This design comes from an exercise in tuning for small area, a short achievable clock period and few clock cycles per item on the open sky130 flow, not from production work. Where RTL was checked, it was by simulation tests only, not by an equivalence proof against the original. Power figures rest on the tool's default switching activity, not on a simulated workload.

== old ==
Design ordered_set_engine, start of the top module:
module ordered_set_engine #(
    parameter int CAPACITY  = 32,
    parameter int KEY_WIDTH = 16
) (
    input  logic                             i_clk,
    input  logic                             i_rst_n,
    input  logic                             i_in_valid,
    output logic                             o_in_stall,
    input  ose_pkg::t_cmd                    i_command,
    input  logic [31:0]                      i_key,
    output logic                             o_out_valid,
    input  logic                             i_out_stall,
    output ose_pkg::t_status                 o_status,
    output logic [31:0]                      o_value,
    output logic                             o_hit,
    output logic [$clog2(CAPACITY+1)-1:0]    o_count
);
==> flow/config.mk <==
export PLATFORM = sky130hd
export DESIGN_NAME = ordered_set_engine
export DESIGN_NICKNAME = ordered_set_engine
export VERILOG_FILES = /design/flow/design.v
export SDC_FILE = /design/flow/constraint.sdc
export NUM_CORES = 4
export LEC_CHECK = 0
export CAP_MARGIN = 20
export CORE_MARGIN = 2
export CORE_UTILIZATION = 40
export GPL_ROUTABILITY_DRIVEN = 1
export PLACE_DENSITY = 0.55
export SLEW_MARGIN = 20
==> flow/constraint.sdc <==
create_clock -name core_clock -period 12.0 [get_ports {i_clk}]
set_input_delay 2.4000 -clock core_clock [delete_from_list [all_inputs] [get_ports {i_clk}]]
set_output_delay 2.4000 -clock core_clock [all_outputs]
set_load 0.01 [all_outputs]
standard.sh (not shown) runs the stock make flow with config.mk's settings and CLKGATE_MAP_FILE= SYNTH_SCRIPT=/design/flow/synth_recipe.tcl, a recipe that flattens the netlist after the stock synthesis.
==> flow/flow/run.sh <==
#!/bin/bash
# Standard layout (standard.sh) with these changes:
#  - synthesis maps the logic with an area-oriented ABC script (flow/abc_area.script);
#    flow/synth_area.tcl is synth_recipe.tcl with only the ABC script swapped;
#  - timing repair aims below the clock period (SETUP_SLACK_MARGIN), on all endpoints;
#  - placement density and clock tree settings as given below.
set -e
FL=$PWD/flow
export MY_ABC_SCRIPT=$FL/abc_area.script
bash standard.sh SYNTH_SCRIPT=$FL/synth_area.tcl SETUP_SLACK_MARGIN=8.4 TNS_END_PERCENT=100 SKIP_GATE_CLONING=1 CORE_UTILIZATION=40 PLACE_DENSITY=0.55 CTS_CLUSTER_SIZE=24 CTS_CLUSTER_DIAMETER=80 "BUFFER_PORTS_ARGS=-buffer_cell sky130_fd_sc_hd__buf_2" finish > standard.log 2>&1
==> flow/flow/abc_area.script <==
strash
&get -n
&st
&dch -f
&nf -a -R 1000
&put
topo
stime -c
==> flow/flow/synth_area.tcl <==
proc synth {args} { yosys synth -nofsm -noshare {*}$args }
proc abc {args} {
  set i [lsearch -exact $args -script]
  if { $i >= 0 && [info exists ::env(MY_ABC_SCRIPT)] } { lset args [expr {$i+1}] $::env(MY_ABC_SCRIPT) }
  yosys abc {*}$args
}
source $::env(SCRIPTS_DIR)/synth.tcl
# left out here: clear keep_hierarchy, flatten, clean up, hide names made inside functions, write 1_2_yosys.v
old: all stages complete, timing, DRC and antenna checks passed
Testbench counts of old, summed over its fixed seeds: cycles 12,018, ops 12,000.
Modified inputs, new compared to old
diff --git a/flow/design.v b/flow/design.v
--- a/flow/design.v
+++ b/flow/design.v
@@ -96,23 +96,23 @@
 );
     localparam int CNT_W = $clog2(CAPACITY + 1);
     logic                 r_q_valid, r_b_valid;
     ose_pkg::t_cmd        r_q_cmd, r_b_cmd;
     logic [KEY_WIDTH-1:0] r_q_key, r_b_key;
     logic [CNT_W-1:0]     r_count, n_count;
     logic [CAPACITY-1:0]  r_occ, n_occ;
     logic                 r_o_valid, r_s_valid, r_in_ready;
     ose_pkg::t_status     r_o_status, r_s_status, n_status;
     logic [KEY_WIDTH-1:0] r_o_value, r_s_value, n_value;
     logic                 r_o_hit, r_s_hit, n_hit;
-    logic [CNT_W-1:0]     r_o_count, r_s_count;
+    logic [CNT_W-1:0]     r_o_count;
     logic [KEY_WIDTH-1:0] w_key [CAPACITY];
     logic [CAPACITY-1:0]  w_lt, w_le, w_gt;
     logic [CAPACITY-1:0]  w_clt, w_ceq, w_cle;
     logic [CAPACITY-1:0]  w_ld_prv, w_ld_key, w_ld_nxt, w_pick;
     logic                 w_key_clt, w_key_ceq, w_key_cle;
     logic                 r_found, n_found, w_rm_ceq;
     logic w_move, w_go, w_take, w_o_hold, w_o_from_s, w_o_from_n;
     logic w_empty, w_full, w_found, w_pred_ok, w_succ_ok;
     logic c_ins, c_rm, c_clr, c_rm_lt, c_rm_all, c_rm_pred, c_rm_le;
     logic k_min, k_max, k_pred, k_succ;
     logic [11:0] r_b_op, w_q_op;
@@ -331,26 +331,25 @@
             r_b_key <= r_q_key;
         end
         r_o_status <= ({2{w_o_hold}}         & r_o_status) |
                       ({2{w_o_from_s}}       & r_s_status) |
                       ({2{w_o_from_n}}       & n_status);
         r_o_value  <= ({KEY_WIDTH{w_o_hold}}   & r_o_value)  |
                       ({KEY_WIDTH{w_o_from_s}} & r_s_value)  |
                       ({KEY_WIDTH{w_o_from_n}} & n_value);
         r_o_hit    <= (w_o_hold && r_o_hit) || (w_o_from_s && r_s_hit) ||
                       (w_o_from_n && n_hit);
         r_o_count  <= ({CNT_W{w_o_hold}}     & r_o_count)  |
-                      ({CNT_W{w_o_from_s}}   & r_s_count)  |
+                      ({CNT_W{w_o_from_s}}   & r_count)    |
                       ({CNT_W{w_o_from_n}}   & n_count);
         if (!r_s_valid) begin
             r_s_status <= n_status;
             r_s_value  <= n_value;
             r_s_hit    <= n_hit;
-            r_s_count  <= n_count;
         end
     end
     assign o_out_valid = r_o_valid;
     assign o_status    = r_o_status;
     assign o_value     = 32'(r_o_value);
     assign o_hit       = r_o_hit;
     assign o_count     = r_o_count;
 endmodule
### Flow results
On area overhead of the layout relative to synthesis: new sits below old. Final cell area excluding filler cells improves in new relative to old. Comparing new and old, the higher first-pass GRT wire length is on new. Between new and old, the difference in met3 usage in global routing is negligible. new vs. old: source-to-sink clock delay at the later pin of the worst-skew pair went down by 0.02 ns. Total clock network power, new and old: smaller value in new. For the number of non-clock inverters, new came in 1 lower than old did.
Only the layout flow was run in new; the RTL was not checked for function there.

---

== before ==
ordered_set_engine, a different RTL version from the one above (not shown whole).
Size in the first run: roughly 5000 cells after synthesis, about 710 flip-flops, ~83 I/O pins, ~44000 um2 of cells after synthesis.
export LEC_CHECK = 0
export CAP_MARGIN = 20
export CORE_MARGIN = 2
export CORE_UTILIZATION = 35
export GPL_ROUTABILITY_DRIVEN = 1
export PLACE_DENSITY = 0.5
export SLEW_MARGIN = 20
create_clock -name core_clock -period 12.0 [get_ports {i_clk}]
==> flow/flow/run.sh <==
#!/bin/bash
# Standard layout (standard.sh) with these changes:
#  - synthesis maps the logic with an area-oriented ABC script (flow/abc_area.script);
#    flow/synth_area.tcl is synth_recipe.tcl with only the ABC script swapped;
#  - timing repair aims below the clock period (SETUP_SLACK_MARGIN), on all endpoints;
#  - placement density and clock tree settings as given below.
set -e
FL=$PWD/flow
export MY_ABC_SCRIPT=$FL/abc_area.script
bash standard.sh SYNTH_SCRIPT=$FL/synth_area.tcl SETUP_SLACK_MARGIN=8.4 TNS_END_PERCENT=100 SKIP_GATE_CLONING=1 CORE_UTILIZATION=35 PLACE_DENSITY=0.5 CTS_CLUSTER_SIZE=30 CTS_CLUSTER_DIAMETER=80 "BUFFER_PORTS_ARGS=-buffer_cell sky130_fd_sc_hd__buf_2" finish > standard.log 2>&1
Scripts as last shown in full above: flow/flow/abc_area.script, flow/flow/synth_area.tcl
Input-level comparison between after and before:
--- a/flow/design.v
+++ b/flow/design.v
@@ -103,25 +103,24 @@
     logic                 r_o_hit, r_s_hit, n_hit;
     logic [CNT_W-1:0]     r_o_count, r_s_count;
     logic [KEY_WIDTH-1:0] w_key [CAPACITY];
     logic [CAPACITY-1:0]  w_lt, w_eq, w_le, w_gt;
     logic [CAPACITY-1:0]  w_clt, w_ceq;
     logic [CAPACITY-1:0]  w_ld_prv, w_ld_key, w_ld_nxt, w_pick;
     logic                 w_key_clt, w_key_ceq;
     logic                 r_found, n_found, w_rm_ceq;
     logic w_move, w_go, w_take, w_o_hold, w_o_from_s, w_o_from_n;
     logic w_empty, w_full, w_found, w_pred_ok, w_succ_ok;
     logic c_ins, c_rm, c_clr, c_rm_lt, c_rm_all, c_rm_pred, c_rm_le;
     logic k_min, k_max, k_pred, k_succ;
-    logic [3:0] r_b_class, w_q_class;
     assign o_in_stall = !r_in_ready;
     assign w_move     = !r_s_valid;
     assign w_go       = r_b_valid && !r_s_valid;
     assign w_take     = r_o_valid && !i_out_stall;
     assign w_o_hold   = r_o_valid && i_out_stall;
     assign w_o_from_s = !w_o_hold && r_s_valid;
     assign w_o_from_n = !w_o_hold && !r_s_valid;
     assign w_le      = w_lt | w_eq;
     assign w_gt      = r_occ & ~w_le;
     assign w_empty   = !r_occ[0];
     assign w_full    = r_occ[CAPACITY-1];
     assign w_found   = r_found;
@@ -199,32 +198,28 @@
                     n_status = ose_pkg::ST_NOT_FOUND;
                 end else begin
                     if (r_b_cmd == ose_pkg::CMD_SUCC_REMOVE) begin
                         c_rm    = 1'b1;
                         c_rm_le = 1'b1;
                     end
                 end
             end
             ose_pkg::CMD_CLEAR: c_clr = 1'b1;
             default: ;   
         endcase
     end
-    assign k_min  = r_b_class[0];
-    assign k_max  = r_b_class[1];
-    assign k_pred = r_b_class[2];
-    assign k_succ = r_b_class[3];
-    assign w_q_class = {(r_q_cmd == ose_pkg::CMD_SUCC) || (r_q_cmd == ose_pkg::CMD_SUCC_REMOVE),
-                        (r_q_cmd == ose_pkg::CMD_PRED) || (r_q_cmd == ose_pkg::CMD_PRED_REMOVE),
-                        (r_q_cmd == ose_pkg::CMD_MAX)  || (r_q_cmd == ose_pkg::CMD_EXTRACT_MAX),
-                        (r_q_cmd == ose_pkg::CMD_MIN)  || (r_q_cmd == ose_pkg::CMD_EXTRACT_MIN)};
+    assign k_min  = (r_b_cmd == ose_pkg::CMD_MIN)  || (r_b_cmd == ose_pkg::CMD_EXTRACT_MIN);
+    assign k_max  = (r_b_cmd == ose_pkg::CMD_MAX)  || (r_b_cmd == ose_pkg::CMD_EXTRACT_MAX);
+    assign k_pred = (r_b_cmd == ose_pkg::CMD_PRED) || (r_b_cmd == ose_pkg::CMD_PRED_REMOVE);
+    assign k_succ = (r_b_cmd == ose_pkg::CMD_SUCC) || (r_b_cmd == ose_pkg::CMD_SUCC_REMOVE);
     always_comb begin
         n_count = r_count;
         n_occ   = r_occ;
         if (w_go) begin
             if (c_clr) begin
                 n_count = '0;
                 n_occ   = '0;
             end else if (c_ins) begin
                 n_count = r_count + CNT_W'(1);
                 n_occ   = {r_occ[CAPACITY-2:0], 1'b1};
             end else if (c_rm) begin
                 n_count = r_count - CNT_W'(1);
@@ -343,25 +338,24 @@
                 r_in_ready <= 1'b1;
             end else if (w_go) begin
                 r_s_valid  <= 1'b1;
                 r_in_ready <= 1'b0;
             end
         end
     end
     always_ff @(posedge i_clk) begin
         if (w_move) begin
             r_q_cmd <= i_command;
             r_q_key <= i_key[KEY_WIDTH-1:0];
             r_b_cmd <= r_q_cmd;
-            r_b_class <= w_q_class;
             r_b_key <= r_q_key;
         end
         r_o_status <= ({2{w_o_hold}}         & r_o_status) |
                       ({2{w_o_from_s}}       & r_s_status) |
                       ({2{w_o_from_n}}       & n_status);
         r_o_value  <= ({KEY_WIDTH{w_o_hold}}   & r_o_value)  |
                       ({KEY_WIDTH{w_o_from_s}} & r_s_value)  |
                       ({KEY_WIDTH{w_o_from_n}} & n_value);
         r_o_hit    <= (w_o_hold && r_o_hit) || (w_o_from_s && r_s_hit) ||
                       (w_o_from_n && n_hit);
         r_o_count  <= ({CNT_W{w_o_hold}}     & r_o_count)  |
                       ({CNT_W{w_o_from_s}}   & r_s_count)  |
Diff before -> after: total stage count of the critical path went up by 4, number of buffers created by CTS went up.
In after the sequential cell area turned out about 0.8% lower than in before.
Static leakage power ends up lower on before.
after finished all stages; the layout is clean.
Clock skew across after and before: no real change.
Worst setup path startpoint: r_b_class[1]$_DFFE_PN_ -> before, r_b_cmd[1]$_DFFE_PN_ -> after
Per the comparison of after with before, synthesized cell count now larger; total non-filler cell area in the finished layout went up; internal power summed over all cells climbed about 1.2%; routed wire length saw an increase.
No functional check of the RTL was part of any run of this note.

---

RTL: one of the versions met above, not the one the previous note started from.
For scale: about 720 flip-flops, roughly 44000 um2 of cells after synthesis.
// ordered_set_engine
module ordered_set_engine #(
    parameter int CAPACITY  = 32,
    parameter int KEY_WIDTH = 16
) (
    input  logic                             i_clk,
    input  logic                             i_rst_n,
    input  logic                             i_in_valid,
    output logic                             o_in_stall,
    input  ose_pkg::t_cmd                    i_command,
    input  logic [31:0]                      i_key,
    output logic                             o_out_valid,
    input  logic                             i_out_stall,
    output ose_pkg::t_status                 o_status,
    output logic [31:0]                      o_value,
    output logic                             o_hit,
    output logic [$clog2(CAPACITY+1)-1:0]    o_count
);
    localparam int CNT_W = $clog2(CAPACITY + 1);
    logic                 r_q_valid, r_b_valid;
    ose_pkg::t_cmd        r_q_cmd, r_b_cmd;
    logic [KEY_WIDTH-1:0] r_q_key, r_b_key;
    logic [CNT_W-1:0]     r_count, n_count;
    logic [CAPACITY-1:0]  r_occ, n_occ;
    logic                 r_o_valid, r_s_valid, r_in_ready;
    ose_pkg::t_status     r_o_status, r_s_status, n_status;
    logic [KEY_WIDTH-1:0] r_o_value, r_s_value, n_value;
    logic                 r_o_hit, r_s_hit, n_hit;
    logic [CNT_W-1:0]     r_o_count, r_s_count;
    logic [KEY_WIDTH-1:0] w_key [CAPACITY];
    logic [CAPACITY-1:0]  w_lt, w_le, w_gt;
    logic [CAPACITY-1:0]  w_clt, w_ceq, w_cle;
  ...
export LEC_CHECK = 0
export CAP_MARGIN = 20
export CORE_MARGIN = 2
export CORE_UTILIZATION = 35
export GPL_ROUTABILITY_DRIVEN = 1
export PLACE_DENSITY = 0.5
export SLEW_MARGIN = 20
create_clock -name core_clock -period 12.0 [get_ports {i_clk}]
==> flow/flow/run.sh <==
#!/bin/bash
# Standard layout (standard.sh) with these changes:
#  - synthesis maps the logic with an area-oriented ABC script (flow/abc_area.script);
#    flow/synth_area.tcl is synth_recipe.tcl with only the ABC script swapped;
#  - timing repair aims below the clock period (SETUP_SLACK_MARGIN), on all endpoints;
#  - placement density and clock tree settings as given below.
set -e
FL=$PWD/flow
export MY_ABC_SCRIPT=$FL/abc_area.script
bash standard.sh SYNTH_SCRIPT=$FL/synth_area.tcl SETUP_SLACK_MARGIN=8.4 TNS_END_PERCENT=100 SKIP_GATE_CLONING=1 CORE_UTILIZATION=35 PLACE_DENSITY=0.5 CTS_CLUSTER_SIZE=24 CTS_CLUSTER_DIAMETER=80 "BUFFER_PORTS_ARGS=-buffer_cell sky130_fd_sc_hd__buf_2" finish > standard.log 2>&1
Scripts as last shown in full above: flow/flow/abc_area.script, flow/flow/synth_area.tcl
Testbench counts at the start, summed over its fixed seeds: cycles 12,018, ops 12,000.
Rerun with:
--- a/flow/design.v
+++ b/flow/design.v
@@ -97,21 +97,21 @@
     localparam int CNT_W = $clog2(CAPACITY + 1);
     logic                 r_q_valid, r_b_valid;
     ose_pkg::t_cmd        r_q_cmd, r_b_cmd;
     logic [KEY_WIDTH-1:0] r_q_key, r_b_key;
     logic [CNT_W-1:0]     r_count, n_count;
     logic [CAPACITY-1:0]  r_occ, n_occ;
     logic                 r_o_valid, r_s_valid, r_in_ready;
     ose_pkg::t_status     r_o_status, r_s_status, n_status;
     logic [KEY_WIDTH-1:0] r_o_value, r_s_value, n_value;
     logic                 r_o_hit, r_s_hit, n_hit;
-    logic [CNT_W-1:0]     r_o_count, r_s_count;
+    logic [CNT_W-1:0]     r_o_count;
     logic [KEY_WIDTH-1:0] w_key [CAPACITY];
     logic [CAPACITY-1:0]  w_lt, w_le, w_gt;
     logic [CAPACITY-1:0]  w_clt, w_ceq, w_cle;
     logic [CAPACITY-1:0]  w_ld_prv, w_ld_key, w_ld_nxt, w_pick;
     logic                 w_key_clt, w_key_ceq, w_key_cle;
     logic                 r_found, n_found, w_rm_ceq;
     logic w_move, w_go, w_take, w_o_hold, w_o_from_s, w_o_from_n;
     logic w_empty, w_full, w_found, w_pred_ok, w_succ_ok;
     logic c_ins, c_rm, c_clr, c_rm_lt, c_rm_all, c_rm_pred, c_rm_le;
     logic k_min, k_max, k_pred, k_succ;
@@ -332,25 +332,24 @@
         end
         r_o_status <= ({2{w_o_hold}}         & r_o_status) |
                       ({2{w_o_from_s}}       & r_s_status) |
                       ({2{w_o_from_n}}       & n_status);
         r_o_value  <= ({KEY_WIDTH{w_o_hold}}   & r_o_value)  |
                       ({KEY_WIDTH{w_o_from_s}} & r_s_value)  |
                       ({KEY_WIDTH{w_o_from_n}} & n_value);
         r_o_hit    <= (w_o_hold && r_o_hit) || (w_o_from_s && r_s_hit) ||
                       (w_o_from_n && n_hit);
         r_o_count  <= ({CNT_W{w_o_hold}}     & r_o_count)  |
-                      ({CNT_W{w_o_from_s}}   & r_s_count)  |
+                      ({CNT_W{w_o_from_s}}   & r_count)    |
                       ({CNT_W{w_o_from_n}}   & n_count);
         if (!r_s_valid) begin
             r_s_status <= n_status;
             r_s_value  <= n_value;
             r_s_hit    <= n_hit;
-            r_s_count  <= n_count;
         end
     end
     assign o_out_valid = r_o_valid;
     assign o_status    = r_o_status;
     assign o_value     = 32'(r_o_value);
     assign o_hit       = r_o_hit;
     assign o_count     = r_o_count;
 endmodule
Outcome:
- critical path depth falls by 2
- fmax rises by 3.1%
- power falls by 2.1%
- combinational power rises by about 2%
- via count is about the same
- final cell count hardly moves
- worst setup slack improves by 0.11 ns
- register-to-register slack improves by 0.11 ns
- global-route usage stays flat
- design area falls by 0.92%
- clock-buffer cell count falls by 5
The RTL of the second run of this note was laid out without a check of its function.

[separate check: timing with driven ports]
In the flow no input, the clock included, has a driving cell. The finished layouts below were timed again as built, in two steps.
Step 1 sets driving cells, clkbuf_16 on the clock port and buf_2 on the other inputs (assumed; they add their load-dependent delay and slew).
Step 2 times the ports against the registers' clock, not the clock port: input delays grow and output delays shrink by t, the midpoint of the rising clock arrivals with the driver on.
Three values: ideal ports, drivers, drivers and shift; two values: the first two.
run	t (ns)	setup slack, ns	worst setup path after step 2
old	0.768	8.369 / 8.321 / 7.927	input to register
new	0.756	8.290 / 8.290 / 8.020	input to register
before	0.779	8.167 / 8.167 / 7.828	input to register
after	0.790	7.842 / 7.842 / 7.842	register to register
the first run of note 3	0.776	8.286 / 8.286 / 7.925	input to register
the second run of note 3	0.786	8.396 / 8.329 / 7.796	input to register
After both steps every run listed still meets setup and hold. For the second run of note 3, which loses most, drivers alone change the setup slack by -0.067 ns; drivers and shift together by -0.600 ns.
